What follows belongs to an exercise in optimizing a design on an open flow for small area, a short achievable clock period and few clock cycles; a production flow would make more cautious choices. Function was checked by simulation only, so behaviour that the tests miss may differ from the original. No activity file was given, so power comes from the tool's default toggle rates.

## config.mk

```make
export PLATFORM = sky130hd
export DESIGN_NAME = instruction_patch_table
export DESIGN_NICKNAME = instruction_patch_table
export VERILOG_FILES = /design/flow/design.v
export SDC_FILE = /design/flow/constraint.sdc
export NUM_CORES = 8
export LEC_CHECK = 0
export ABC_CLOCK_PERIOD_IN_PS = 3000
export CAP_MARGIN = 20
export CORE_MARGIN = 2
export CORE_UTILIZATION = 60
export GPL_TIMING_DRIVEN = 1
export SETUP_SLACK_MARGIN = 5
export SLEW_MARGIN = 20
```

## design.v

```verilog
package ipt_pkg;
  localparam int TABLE_ENTRIES = 64;
  localparam int IDX_W = $clog2(TABLE_ENTRIES);
  localparam int CNT_W = $clog2(TABLE_ENTRIES + 1);
  localparam logic [31:0] WORD_NOP = 32'hD503201F;
  localparam logic [5:0]  OPC_B = 6'b000101;
  localparam logic [2:0] FUNC_APPLY_WORD = 3'd0;
  localparam logic [2:0] FUNC_APPLY_BRANCH = 3'd1;
  localparam logic [2:0] FUNC_APPLY_NOP = 3'd2;
  localparam logic [2:0] FUNC_REVERT = 3'd3;
  localparam logic [2:0] FUNC_REVERT_ALL = 3'd4;
  localparam logic [2:0] FUNC_STATS = 3'd5;
  localparam logic [2:0] STAT_OK = 3'd0;
  localparam logic [2:0] STAT_DISABLED = 3'd1;
  localparam logic [2:0] STAT_BAD_ADDR = 3'd2;
  localparam logic [2:0] STAT_DUPLICATE = 3'd3;
  localparam logic [2:0] STAT_FULL = 3'd4;
  localparam logic [2:0] STAT_RANGE = 3'd5;
  localparam logic [2:0] STAT_NOT_FOUND = 3'd6;
endpackage
module ipt_cell (
  input  logic        clk,
  input  logic        we,
  input  logic        keep,
  input  logic [63:0] w_addr,
  input  logic [31:0] w_orig,
  input  logic        w_nop,
  input  logic        w_br,
  input  logic [63:0] key,
  output logic        eq,
  output logic [63:0] addr,
  output logic [31:0] orig,
  output logic        is_nop,
  output logic        is_br
);
  logic [63:0] addr_r;
  logic [31:0] orig_r;
  logic nop_r;
  logic br_r;
  always_ff @(posedge clk) begin
    addr_r <= (addr_r & {64{keep}}) | (w_addr & {64{we}});
    orig_r <= (orig_r & {32{keep}}) | (w_orig & {32{we}});
    nop_r <= (nop_r & keep) | (w_nop & we);
    br_r <= (br_r & keep) | (w_br & we);
  end
  assign eq = (addr_r == key);
  assign addr = addr_r;
  assign orig = orig_r;
  assign is_nop = nop_r;
  assign is_br = br_r;
endmodule
module ipt_chain (
  input  logic        clk,
  input  logic [6:0]  fill,
  input  logic [6:0]  fill_k,
  input  logic [63:0] w_addr,
  input  logic [31:0] w_orig,
  input  logic        w_nop,
  input  logic        w_br,
  input  logic [63:0] key,
  output logic [63:0] eq,
  input  logic [63:0] sel,
  output logic [31:0] rd_orig,
  output logic        rd_nop,
  output logic        rd_br,
  output logic [63:0] rd_addr
);
  logic [64*64-1:0] a_q;
  logic [64*32-1:0] o_q;
  logic [63:0] n_q;
  logic [63:0] b_q;
  for (genvar i = 0; i < 64; i++) begin : g_cell
    logic we;
    logic keep;
    assign we = (fill == 7'(i));
    assign keep = (fill_k != 7'(i));
    ipt_cell u_cell (
      .clk   (clk),
      .we    (we),
      .keep  (keep),
      .w_addr(w_addr),
      .w_orig(w_orig),
      .w_nop (w_nop),
      .w_br  (w_br),
      .key   (key),
      .eq    (eq[i]),
      .addr  (a_q[i*64 +: 64]),
      .orig  (o_q[i*32 +: 32]),
      .is_nop(n_q[i]),
      .is_br (b_q[i])
    );
  end
  logic [64*98-1:0] t0;
  logic [64*98-1:0] t1;
  for (genvar i = 0; i < 64; i++) begin : g_rd
    assign t0[i*98 +: 98] = {o_q[i*32 +: 32], n_q[i], b_q[i], a_q[i*64 +: 64]} & {98{sel[i]}};
  end
  always_comb begin
    t1 = t0;
    for (int w = 32; w >= 1; w = w / 2) begin
      for (int i = 0; i < w; i++) begin
        t1[i*98 +: 98] = t1[i*98 +: 98] | t1[(i+w)*98 +: 98];
      end
    end
  end
  assign {rd_orig, rd_nop, rd_br, rd_addr} = t1[0 +: 98];
endmodule
module instruction_patch_table (
  input  logic        clk,
  input  logic        rst_n,
  input  logic        start,
  output logic        busy,
  input  logic [2:0]  in_func,
  input  logic [63:0] in_target_addr,
  input  logic [63:0] in_branch_target,
  input  logic [31:0] in_new_instr,
  input  logic [31:0] in_current_word,
  output logic        out_valid,
  output logic [2:0]  out_status,
  output logic        out_write_valid,
  output logic [63:0] out_write_offset,
  output logic [31:0] out_write_data,
  output logic [6:0]  out_active_total,
  output logic [6:0]  out_nop_total,
  output logic [6:0]  out_branch_total,
  output logic        out_last,
  input  logic        cfg_valid,
  output logic        cfg_ready,
  input  logic [1:0]  cfg_index,
  input  logic [63:0] cfg_data
);
  logic enabled_r;
  logic [63:0] base_r;
  logic [63:0] size_r;
  always_ff @(posedge clk) begin
    if (!rst_n) begin
      enabled_r <= 1'b1;
      base_r <= '0;
      size_r <= '0;
    end else if (cfg_valid) begin
      case (cfg_index)
        2'd0: enabled_r <= cfg_data[0];
        2'd1: base_r <= cfg_data;
        2'd2: size_r <= cfg_data;
        default: ;
      endcase
    end
  end
  logic [63:0] act_r;           
  logic [6:0] fill_r;           
  logic [6:0] fill_k_r;         
  logic [6:0] act_cnt_r;        
  logic [6:0] nop_cnt_r;
  logic [6:0] br_cnt_r;
  logic busy_r;                 
  logic [6:0] ra_k_r;           
  logic y_valid;                
  logic y_apply, y_rev, y_ra, y_stats, y_step;
  logic [63:0] y_addr;
  logic [31:0] y_cur;
  logic [31:0] y_data;          
  logic y_fnop, y_fbr;          
  logic y_rbad;                 
  logic y_inwin;                
  logic y_last;                 
  logic [63:0] eq_r;            
  logic [63:0] match;
  logic hit, full, ins, rfound;
  logic [64:0] y_off;
  assign match = eq_r & act_r;
  assign hit = |match;
  assign full = fill_r[6];
  assign ins = y_valid && y_apply && !y_rbad && enabled_r && y_inwin && !hit && !full;
  assign rfound = y_valid && y_rev && hit;
  assign y_off = {1'b0, y_addr} - {1'b0, base_r};
  logic accept;
  logic [2:0] f;
  logic [63:0] a;
  logic [64:0] off;
  logic in_win;
  logic [63:0] d;
  logic range_ok;
  logic [31:0] pword;
  logic w_nop, w_br;
  logic [63:0] eq;
  logic eq_prev, fwd;
  logic [63:0] pre;
  logic [63:0] low;
  logic [63:0] sel;
  logic [31:0] rd_orig;
  logic rd_nop, rd_br;
  logic [63:0] rd_addr;
  logic ra_have;
  assign busy = busy_r;
  assign accept = start && !busy_r;
  assign f = in_func;
  assign a = in_target_addr;
  assign off = {1'b0, a} - {1'b0, base_r};
  assign in_win = !off[64] && (off[63:2] < size_r[63:2]) && (off[1:0] == 2'b00);
  assign d = in_branch_target - a;
  assign range_ok = (&d[63:25]) || !(|d[63:25]);
  always_comb begin
    case (f)
      ipt_pkg::FUNC_APPLY_BRANCH: pword = {ipt_pkg::OPC_B, d[27:2]};
      ipt_pkg::FUNC_APPLY_NOP: pword = ipt_pkg::WORD_NOP;
      default: pword = in_new_instr;
    endcase
  end
  assign w_nop = (pword == ipt_pkg::WORD_NOP);
  assign w_br = !w_nop && (pword[31:26] == ipt_pkg::OPC_B);
  assign eq_prev = (a == y_addr);
  assign fwd = eq_prev && ins;
  always_comb begin
    pre = {act_r[62:0], 1'b0};
    for (int s = 1; s < 64; s = s * 2) begin
      pre = pre | (pre << s);
    end
  end
  assign low = act_r & ~pre;
  assign ra_have = (act_cnt_r != 7'd0);
  assign sel = busy_r ? low : (eq & act_r);
  ipt_chain u_chain (
    .clk    (clk),
    .fill   (fill_r),
    .fill_k (fill_k_r),
    .w_addr (y_addr),
    .w_orig (y_cur),
    .w_nop  (y_fnop),
    .w_br   (y_fbr),
    .key    (a),
    .eq     (eq),
    .sel    (sel),
    .rd_orig(rd_orig),
    .rd_nop (rd_nop),
    .rd_br  (rd_br),
    .rd_addr(rd_addr)
  );
  always_ff @(posedge clk) begin
    if (!rst_n) begin
      y_valid <= 1'b0;
    end else if (busy_r) begin
      y_valid <= ra_have;
    end else begin
      y_valid <= accept && (f <= ipt_pkg::FUNC_STATS);
    end
  end
  always_ff @(posedge clk) begin
    y_apply <= (f <= ipt_pkg::FUNC_APPLY_NOP) && !busy_r;
    y_rev <= (f == ipt_pkg::FUNC_REVERT) && !busy_r;
    y_ra <= (f == ipt_pkg::FUNC_REVERT_ALL) && !busy_r;
    y_stats <= (f == ipt_pkg::FUNC_STATS) && !busy_r;
    y_step <= busy_r;
    y_rbad <= (f == ipt_pkg::FUNC_APPLY_BRANCH) && !range_ok;
    y_inwin <= in_win;
    y_last <= (act_cnt_r == 7'd1);
    y_cur <= in_current_word;
    for (int i = 0; i < 64; i++) begin
      eq_r[i] <= (fill_r == 7'(i)) ? eq_prev : eq[i];
    end
    if (busy_r) begin
      y_addr <= rd_addr;
      y_data <= rd_orig;
      y_fnop <= rd_nop;
      y_fbr <= rd_br;
    end else if (f <= ipt_pkg::FUNC_APPLY_NOP) begin
      y_addr <= a;
      y_data <= pword;
      y_fnop <= w_nop;
      y_fbr <= w_br;
    end else begin
      y_addr <= a;
      y_data <= rd_orig | (y_cur & {32{fwd}});
      y_fnop <= rd_nop | (y_fnop && fwd);
      y_fbr <= rd_br | (y_fbr && fwd);
    end
  end
  always_ff @(posedge clk) begin
    if (!rst_n) begin
      act_r <= '0;
      fill_r <= '0;
      fill_k_r <= '0;
      act_cnt_r <= '0;
      nop_cnt_r <= '0;
      br_cnt_r <= '0;
      busy_r <= 1'b0;
      ra_k_r <= '0;
    end else begin
      busy_r <= busy_r ? (act_cnt_r >= 7'd2) : (accept && f == ipt_pkg::FUNC_REVERT_ALL);
      if (busy_r) begin
        act_r <= act_r & ~low;
        if (ra_have) begin
          act_cnt_r <= act_cnt_r - 7'd1;
        end
      end else if (ins) begin
        fill_r <= fill_r + 7'd1;
        fill_k_r <= fill_k_r + 7'd1;
        act_r <= act_r | (64'd1 << fill_r[5:0]);
        act_cnt_r <= act_cnt_r + 7'd1;
        nop_cnt_r <= nop_cnt_r + 7'(y_fnop);
        br_cnt_r <= br_cnt_r + 7'(y_fbr);
      end else if (rfound) begin
        act_r <= act_r & ~match;
        act_cnt_r <= act_cnt_r - 7'd1;
        nop_cnt_r <= nop_cnt_r - 7'(y_fnop);
        br_cnt_r <= br_cnt_r - 7'(y_fbr);
      end
      if (y_valid && y_ra) begin
        nop_cnt_r <= '0;
        br_cnt_r <= '0;
        ra_k_r <= '0;
      end else if (y_valid && y_step) begin
        ra_k_r <= ra_k_r + 7'd1;
      end
    end
  end
  logic o_valid;
  logic [2:0] o_status;
  logic o_wv;
  logic [63:0] o_off;
  logic [31:0] o_data;
  logic [6:0] o_act;
  logic [6:0] o_nop;
  logic [6:0] o_br;
  logic o_last;
  always_ff @(posedge clk) begin
    if (!rst_n) begin
      o_valid <= 1'b0;
    end else begin
      o_valid <= y_valid && !(y_ra && (act_cnt_r != 7'd0));
    end
  end
  always_ff @(posedge clk) begin
    o_status <= ipt_pkg::STAT_OK;
    o_wv <= 1'b0;
    o_off <= '0;
    o_data <= '0;
    o_act <= '0;
    o_nop <= '0;
    o_br <= '0;
    o_last <= 1'b1;
    if (y_step) begin
      o_wv <= 1'b1;
      o_off <= y_off[63:0];
      o_data <= y_data;
      o_act <= ra_k_r + 7'd1;
      o_last <= y_last;
    end else if (y_rev) begin
      if (hit) begin
        o_wv <= 1'b1;
        o_off <= y_off[63:0];
        o_data <= y_data;
      end else begin
        o_status <= ipt_pkg::STAT_NOT_FOUND;
      end
    end else if (y_stats) begin
      o_act <= act_cnt_r;
      o_nop <= nop_cnt_r;
      o_br <= br_cnt_r;
    end else if (y_apply) begin
      if (y_rbad) begin
        o_status <= ipt_pkg::STAT_RANGE;
      end else if (!enabled_r) begin
        o_status <= ipt_pkg::STAT_DISABLED;
      end else if (!y_inwin) begin
        o_status <= ipt_pkg::STAT_BAD_ADDR;
      end else if (hit) begin
        o_status <= ipt_pkg::STAT_DUPLICATE;
      end else if (full) begin
        o_status <= ipt_pkg::STAT_FULL;
      end else begin
        o_wv <= 1'b1;
        o_off <= y_off[63:0];
        o_data <= y_data;
      end
    end
  end
  assign cfg_ready = 1'b1;
  assign out_valid = o_valid;
  assign out_status = o_status;
  assign out_write_valid = o_wv;
  assign out_write_offset = o_off;
  assign out_write_data = o_data;
  assign out_active_total = o_act;
  assign out_nop_total = o_nop;
  assign out_branch_total = o_br;
  assign out_last = o_last;
endmodule
```

## constraint.sdc

```tcl
create_clock -name core_clock -period 10.0 [get_ports {clk}]
set_input_delay 2.0000 -clock core_clock [delete_from_list [all_inputs] [get_ports {clk}]]
set_output_delay 2.0000 -clock core_clock [all_outputs]
set_load 0.01 [all_outputs]
```

## run.sh

```bash
#!/bin/bash
# synth_recipe.tcl (not shown) runs the flow's synth.tcl, then flattens the netlist and writes it again
# the make line also repeats each setting of config.mk as NAME=value (left out here)
make -C /OpenROAD-flow-scripts/flow DESIGN_CONFIG=/design/flow/config.mk WORK_HOME=/design/flow/orfs CLKGATE_MAP_FILE= SYNTH_SCRIPT=/design/flow/synth_recipe.tcl finish
```

==> notes.md, run 1 <==
Yosys warnings 3; Post-synth EDFFs 0; Die W 718 µm; first-pass GRT wire length 3,590,000 µm; TritonCTS Buffers 696; Seq cells post-synth 6,832; RePlAce Congestion 1.35; Initial Util 0.602; Rows 262; CTS sink cnt 6,832; die span in y 718 µm; io pins 390; Max Buffers Root-to-Sink 4; Post-synth top cells dfxtp_1 (6,832), a22o_1 (6,606), xnor2_1 (2,701), clkbuf_1 (2,359), xor2_1 (1,632); pre-CTS setup slack 1.36 ns; largest net degree at the start of global routing 101; Post-Syn Nets 30,700; Last stage global routing (5_1_grt); run status did not finish; ys flop type dfxtp_1; Synth top area share 0.447; cell taking the most area after synthesis dfxtp_1; vias in the first global route 368,000; Post-DP HPWL 1,460,000 µm; Synth Instances 30,200; Seq/Total Area, Yosys 0.447; synthesized cell area 306,000 µm²; grt ovf 15,700; Async S/R FF share, synth 0; H-Tree Depth 6; # placed instances 35,100; # port buffers 388; Yosys cell types 110; mean area per synthesized cell 10.1 µm²; Err [ERROR GRT-0116] Global routing finished with congestion. Check the congestion regions in the DRC Viewer.; clk root buf clkbuf_16; gr usage total 0.977; top-count cell post-synth dfxtp_1; Synth area leaders dfxtp_1 (45%), a22o_1 (19%), xnor2_1 (7.7%)
-- per-stage QoR --
stage / cell area (µm²) / utilization
floorplan: 307000 / -
global placement: 317000 / 0.624
detailed placement: 318000 / 0.625
CTS: 371000 / 0.730
-- what timing repair did --
action / 4_1_cts
pin swaps: 687
hold buffers: 0
setup buffers: 979
cloned: 213
endpoints found under the setup margin: 203
resized for setup: 2420
-- worst max path at each step --
stage                             from          to  slack (ns)  depth (start not counted)
floorplan            in_target_addr[0]     y_inwin        3.20                         30
global placement    in_target_addr[17]  y_addr[35]        0.50                         15
detailed placement  in_target_addr[41]  y_addr[50]        1.36                         17
CTS                 in_target_addr[16]     y_inwin        4.04                         25
-- per-layer routing --
| layer | overflow | global-route usage |
|---|---|---|
| met2 | 7000 | 1.04 |
| met4 | 3901 | 0.978 |
| met1 | 2280 | 0.968 |
| met3 | 2242 | 0.933 |
| met5 | 288 | 0.832 |
-- logic make-up after synthesis --
kind of cell               after synthesis  synth area share
buffers and inverters                 3678            0.0509
adders and majority gates              282            0.0116
and+or+nand+nor                       4561            0.0784
other                                    1         0.0000123
AOI/OAI and AO/OA                    10400             0.287
xor gates and xnor gates              4333             0.124
DFF                                   6832             0.447
muxes                                   44           0.00154
-- power by group through the flow --
stage / registers, mW / logic, mW / clock network (mW)
after floorplan: 28.3 / 2.92 / 0
after global placement: 28.7 / 5.75 / 0
after detailed placement: 28.7 / 5.75 / 0
after CTS: 28.1 / 6.91 / 27.6
Testbench counts, summed over its fixed seeds: cycles 6,661.
==> run 2, diff against run 1 <==
--- a/design.v
+++ b/design.v
@@ -55,2 +55,3 @@
   input  logic [6:0]  fill_k,
+  input  logic        adv,
   input  logic [63:0] w_addr,
@@ -74,4 +75,9 @@
     logic keep;
-    assign we = (fill == 7'(i));
-    assign keep = (fill_k != 7'(i));
+    if (i == 0) begin : g_first
+      assign we = !adv && (fill == 7'd0);
+      assign keep = adv || (fill_k != 7'd0);
+    end else begin : g_rest
+      assign we = adv ? (fill == 7'(i - 1)) : (fill == 7'(i));
+      assign keep = adv ? (fill_k != 7'(i - 1)) : (fill_k != 7'(i));
+    end
     ipt_cell u_cell (
@@ -134,2 +140,3 @@
   logic [63:0] size_r;
+  logic [64:0] lim_r;           
   always_ff @(posedge clk) begin
@@ -148,2 +155,5 @@
   end
+  always_ff @(posedge clk) begin
+    lim_r <= {1'b0, base_r} + {1'b0, size_r} - 65'd3;
+  end
   logic [63:0] act_r;           
@@ -155,2 +165,3 @@
   logic busy_r;                 
+  logic busy_o_r;               
   logic [6:0] ra_k_r;           
@@ -159,3 +170,2 @@
   logic [63:0] y_addr;
-  logic [31:0] y_cur;
   logic [31:0] y_data;          
@@ -163,3 +173,3 @@
   logic y_rbad;                 
-  logic y_inwin;                
+  logic y_ge_base;              
   logic y_last;                 
@@ -167,3 +177,3 @@
   logic [63:0] match;
-  logic hit, full, ins, rfound;
+  logic hit, full, ins, rfound, y_inwin;
   logic [64:0] y_off;
@@ -172,2 +182,3 @@
   assign full = fill_r[6];
+  assign y_inwin = y_ge_base && ({1'b0, y_addr} < lim_r) && (size_r >= 64'd4);
   assign ins = y_valid && y_apply && !y_rbad && enabled_r && y_inwin && !hit && !full;
@@ -178,4 +189,2 @@
   logic [63:0] a;
-  logic [64:0] off;
-  logic in_win;
   logic [63:0] d;
@@ -185,3 +194,2 @@
   logic [63:0] eq;
-  logic eq_prev, fwd;
   logic [63:0] pre;
@@ -192,4 +200,5 @@
   logic [63:0] rd_addr;
-  logic ra_have;
-  assign busy = busy_r;
+  logic [63:0] sel_r;           
+  logic rvalid;
+  assign busy = busy_o_r;
   assign accept = start && !busy_r;
@@ -197,4 +206,2 @@
   assign a = in_target_addr;
-  assign off = {1'b0, a} - {1'b0, base_r};
-  assign in_win = !off[64] && (off[63:2] < size_r[63:2]) && (off[1:0] == 2'b00);
   assign d = in_branch_target - a;
@@ -208,8 +215,11 @@
   end
-  assign w_nop = (pword == ipt_pkg::WORD_NOP);
-  assign w_br = !w_nop && (pword[31:26] == ipt_pkg::OPC_B);
-  assign eq_prev = (a == y_addr);
-  assign fwd = eq_prev && ins;
+  assign w_nop = (f == ipt_pkg::FUNC_APPLY_NOP) ||
+                 (f == ipt_pkg::FUNC_APPLY_WORD && in_new_instr == ipt_pkg::WORD_NOP);
+  assign w_br = (f == ipt_pkg::FUNC_APPLY_BRANCH) ||
+                (f == ipt_pkg::FUNC_APPLY_WORD && in_new_instr != ipt_pkg::WORD_NOP &&
+                 in_new_instr[31:26] == ipt_pkg::OPC_B);
+  logic [63:0] lsrc;
+  assign lsrc = act_r & ~(sel_r & {64{busy_r}});
   always_comb begin
-    pre = {act_r[62:0], 1'b0};
+    pre = {lsrc[62:0], 1'b0};
     for (int s = 1; s < 64; s = s * 2) begin
@@ -218,5 +228,8 @@
   end
-  assign low = act_r & ~pre;
-  assign ra_have = (act_cnt_r != 7'd0);
-  assign sel = busy_r ? low : (eq & act_r);
+  assign low = lsrc & ~pre;
+  assign rvalid = |(sel_r & act_r);
+  always_ff @(posedge clk) begin
+    sel_r <= low;
+  end
+  assign sel = busy_r ? sel_r : (match & {64{y_rev}});
   ipt_chain u_chain (
@@ -225,6 +238,7 @@
     .fill_k (fill_k_r),
-    .w_addr (y_addr),
-    .w_orig (y_cur),
-    .w_nop  (y_fnop),
-    .w_br   (y_fbr),
+    .adv    (ins),
+    .w_addr (a),
+    .w_orig (in_current_word),
+    .w_nop  (w_nop),
+    .w_br   (w_br),
     .key    (a),
@@ -241,3 +255,3 @@
     end else if (busy_r) begin
-      y_valid <= ra_have;
+      y_valid <= rvalid;
     end else begin
@@ -253,8 +267,5 @@
     y_rbad <= (f == ipt_pkg::FUNC_APPLY_BRANCH) && !range_ok;
-    y_inwin <= in_win;
+    y_ge_base <= (a >= base_r) && (a[1:0] == base_r[1:0]);
     y_last <= (act_cnt_r == 7'd1);
-    y_cur <= in_current_word;
-    for (int i = 0; i < 64; i++) begin
-      eq_r[i] <= (fill_r == 7'(i)) ? eq_prev : eq[i];
-    end
+    eq_r <= eq;
     if (busy_r) begin
@@ -264,3 +275,3 @@
       y_fbr <= rd_br;
-    end else if (f <= ipt_pkg::FUNC_APPLY_NOP) begin
+    end else begin
       y_addr <= a;
@@ -269,7 +280,2 @@
       y_fbr <= w_br;
-    end else begin
-      y_addr <= a;
-      y_data <= rd_orig | (y_cur & {32{fwd}});
-      y_fnop <= rd_nop | (y_fnop && fwd);
-      y_fbr <= rd_br | (y_fbr && fwd);
     end
@@ -285,8 +291,12 @@
       busy_r <= 1'b0;
+      busy_o_r <= 1'b0;
       ra_k_r <= '0;
     end else begin
-      busy_r <= busy_r ? (act_cnt_r >= 7'd2) : (accept && f == ipt_pkg::FUNC_REVERT_ALL);
+      busy_r <= busy_r ? (rvalid ? (act_cnt_r >= 7'd2) : (act_cnt_r != 7'd0)) :
+                         (accept && f == ipt_pkg::FUNC_REVERT_ALL);
+      busy_o_r <= busy_o_r ? (rvalid ? (act_cnt_r >= 7'd2) : (act_cnt_r != 7'd0)) :
+                             (start && f == ipt_pkg::FUNC_REVERT_ALL);
       if (busy_r) begin
-        act_r <= act_r & ~low;
-        if (ra_have) begin
+        act_r <= act_r & ~sel_r;
+        if (rvalid) begin
           act_cnt_r <= act_cnt_r - 7'd1;
@@ -303,4 +313,4 @@
         act_cnt_r <= act_cnt_r - 7'd1;
-        nop_cnt_r <= nop_cnt_r - 7'(y_fnop);
-        br_cnt_r <= br_cnt_r - 7'(y_fbr);
+        nop_cnt_r <= nop_cnt_r - 7'(rd_nop);
+        br_cnt_r <= br_cnt_r - 7'(rd_br);
       end
@@ -350,3 +360,3 @@
         o_off <= y_off[63:0];
-        o_data <= y_data;
+        o_data <= rd_orig;
       end else begin
--- a/config.mk
+++ b/config.mk
@@ -10,3 +10,6 @@
 export CORE_MARGIN = 2
-export CORE_UTILIZATION = 60
+export CORE_UTILIZATION = 38
+export CTS_CLUSTER_DIAMETER = 100
+export CTS_CLUSTER_SIZE = 20
+export GPL_ROUTABILITY_DRIVEN = 1
 export GPL_TIMING_DRIVEN = 1
==> run 2 against run 1 <==
Effect of this change: the run again fails in global routing (5_1_grt); synthesized area is 0.26% higher; synthesized cell count is 0.39% lower.
==> notes.md, run 2 <==
run status did not finish; Last stage global routing (5_1_grt); Err [ERROR GRT-0116] Global routing finished with congestion. Check the congestion regions in the DRC Viewer.; Synth Area in Simple Gates 0.0693 (-0.00912); Seq cells post-synth 6,932 (+1.5%); io pins 390 (unchanged); Seq/Total Area, Yosys 0.452 (+0.00535); Max Buffers Root-to-Sink 4 (unchanged); grt ovf 20,400; synthesized-area fraction occupied by xor and xnor cells 0.123 (-0.00138); # placed instances 39,900 (+14%); Yosys warnings 3 (unchanged); Post-DP HPWL 2,390,000 µm (+64%); mean area per synthesized cell 10.2 µm² (+0.66%); RePlAce Congestion 1.51 (+12%); Async S/R FF share, synth 0 (unchanged); cell taking the most area after synthesis dfxtp_1; die span in y 903 µm (+26%); vias in the first global route 386,000; Synth Instances 30,000 (-0.39%); # port buffers 388 (unchanged); Yosys cell types 90 (-18%); Synth area leaders dfxtp_1 (45%), a22o_1 (21%), xor2_1 (12%); H-Tree Depth 5 (-1); Rows 330 (+26%); clk root buf clkbuf_16; largest family of logic cells by synthesized area compound AO/OA/AOI/OAI gates; Synth top area share 0.452 (+0.00535); Post-synth EDFFs 0 (unchanged); top-count cell post-synth a22o_1; CTS sink cnt 6,932 (+1.5%); Post-synth top cells a22o_1 (7,308), dfxtp_1 (6,932), xor2_1 (4,073), clkbuf_1 (2,630), nor4_1 (1,167); synthesized cell area 307,000 µm² (+0.26%); largest net degree at the start of global routing 98; multiplexer area fraction after synthesis 0.000518 (-0.00102); Post-Synth Adder-Cell Area 0.0169 (+0.00523); TritonCTS Buffers 406 (-42%); ys flop type dfxtp_1; gr usage total 0.908; Initial Util 0.381 (-0.221); Die W 903 µm (+26%); Compound-Gate Fraction of Synth Area 0.291 (+0.00422); Post-Syn Nets 30,700 (+0.036%); first-pass GRT wire length 4,990,000 µm
run 2: changes by cell type after synthesis, sizes merged, moves of 129 or more:
cell    change
xor2     +2441
nor4      +502
inv       +200
buf       -354
a22o      +702
a221oi    +521
a222oi    -538
nand3     -161
xnor2    -2478
ha        +129
clkbuf    +271
a21boi    -197
nand2     -464
nand4     -375
run 2: worst max path at each step:
| stage | slack [ns] | cells after the start | start | to |
|---|---|---|---|---|
| floorplan | 4.12 | 21 | in_target_addr[2] | y_rbad |
| global placement | 0.73 | 15 | busy_r | y_addr[30] |
| detailed placement | 2.48 | 16 | busy_r | y_addr[30] |
| CTS | 4.52 | 27 | y_addr[3] | br_cnt_r[6] |
run 2: per-layer routing:
metal | overflow | GRT usage
met5 | 262 | 0.703
met2 | 10700 | 0.990
met4 | 4428 | 0.855
met1 | 2626 | 0.913
met3 | 2301 | 0.854
run 2: what timing repair did:
| action | in CTS |
|---|---|
| gates resized for setup | 745 |
| cloned | 51 |
| buffers inserted | 218 |
| endpoints found under the setup margin | 6542 |
| pin swaps | 129 |
| hold buffers | 0 |
run 2: cell families after synthesis:
family,Yosys count
compound gates,10700
mux,15
other cells,1
fa+ha+maj,411
flops,6932
buf+inv,3794
simple gates,3910
xor+xnor,4296
run 2: power by group through the flow:
stage	Clock, mW	Sequential (mW)	Combinational, mW
CTS	18.6	30.0	7.37
detailed placement	0	30.6	7.21
global placement	0	30.7	7.26
floorplan	0	29.7	3.47
run 2: per-stage QoR:
step                      worst slack [ns]  area (µm²)  hold slack (ns)  utilization
after CTS                             4.52      355000            0.426        0.440
after detailed placement              2.48      336000            0.404        0.417
after global placement               0.730      334000            0.406        0.415
after floorplan                       4.12      308000            0.373            -
Testbench counts of run 2, summed over its fixed seeds: cycles 6,668.
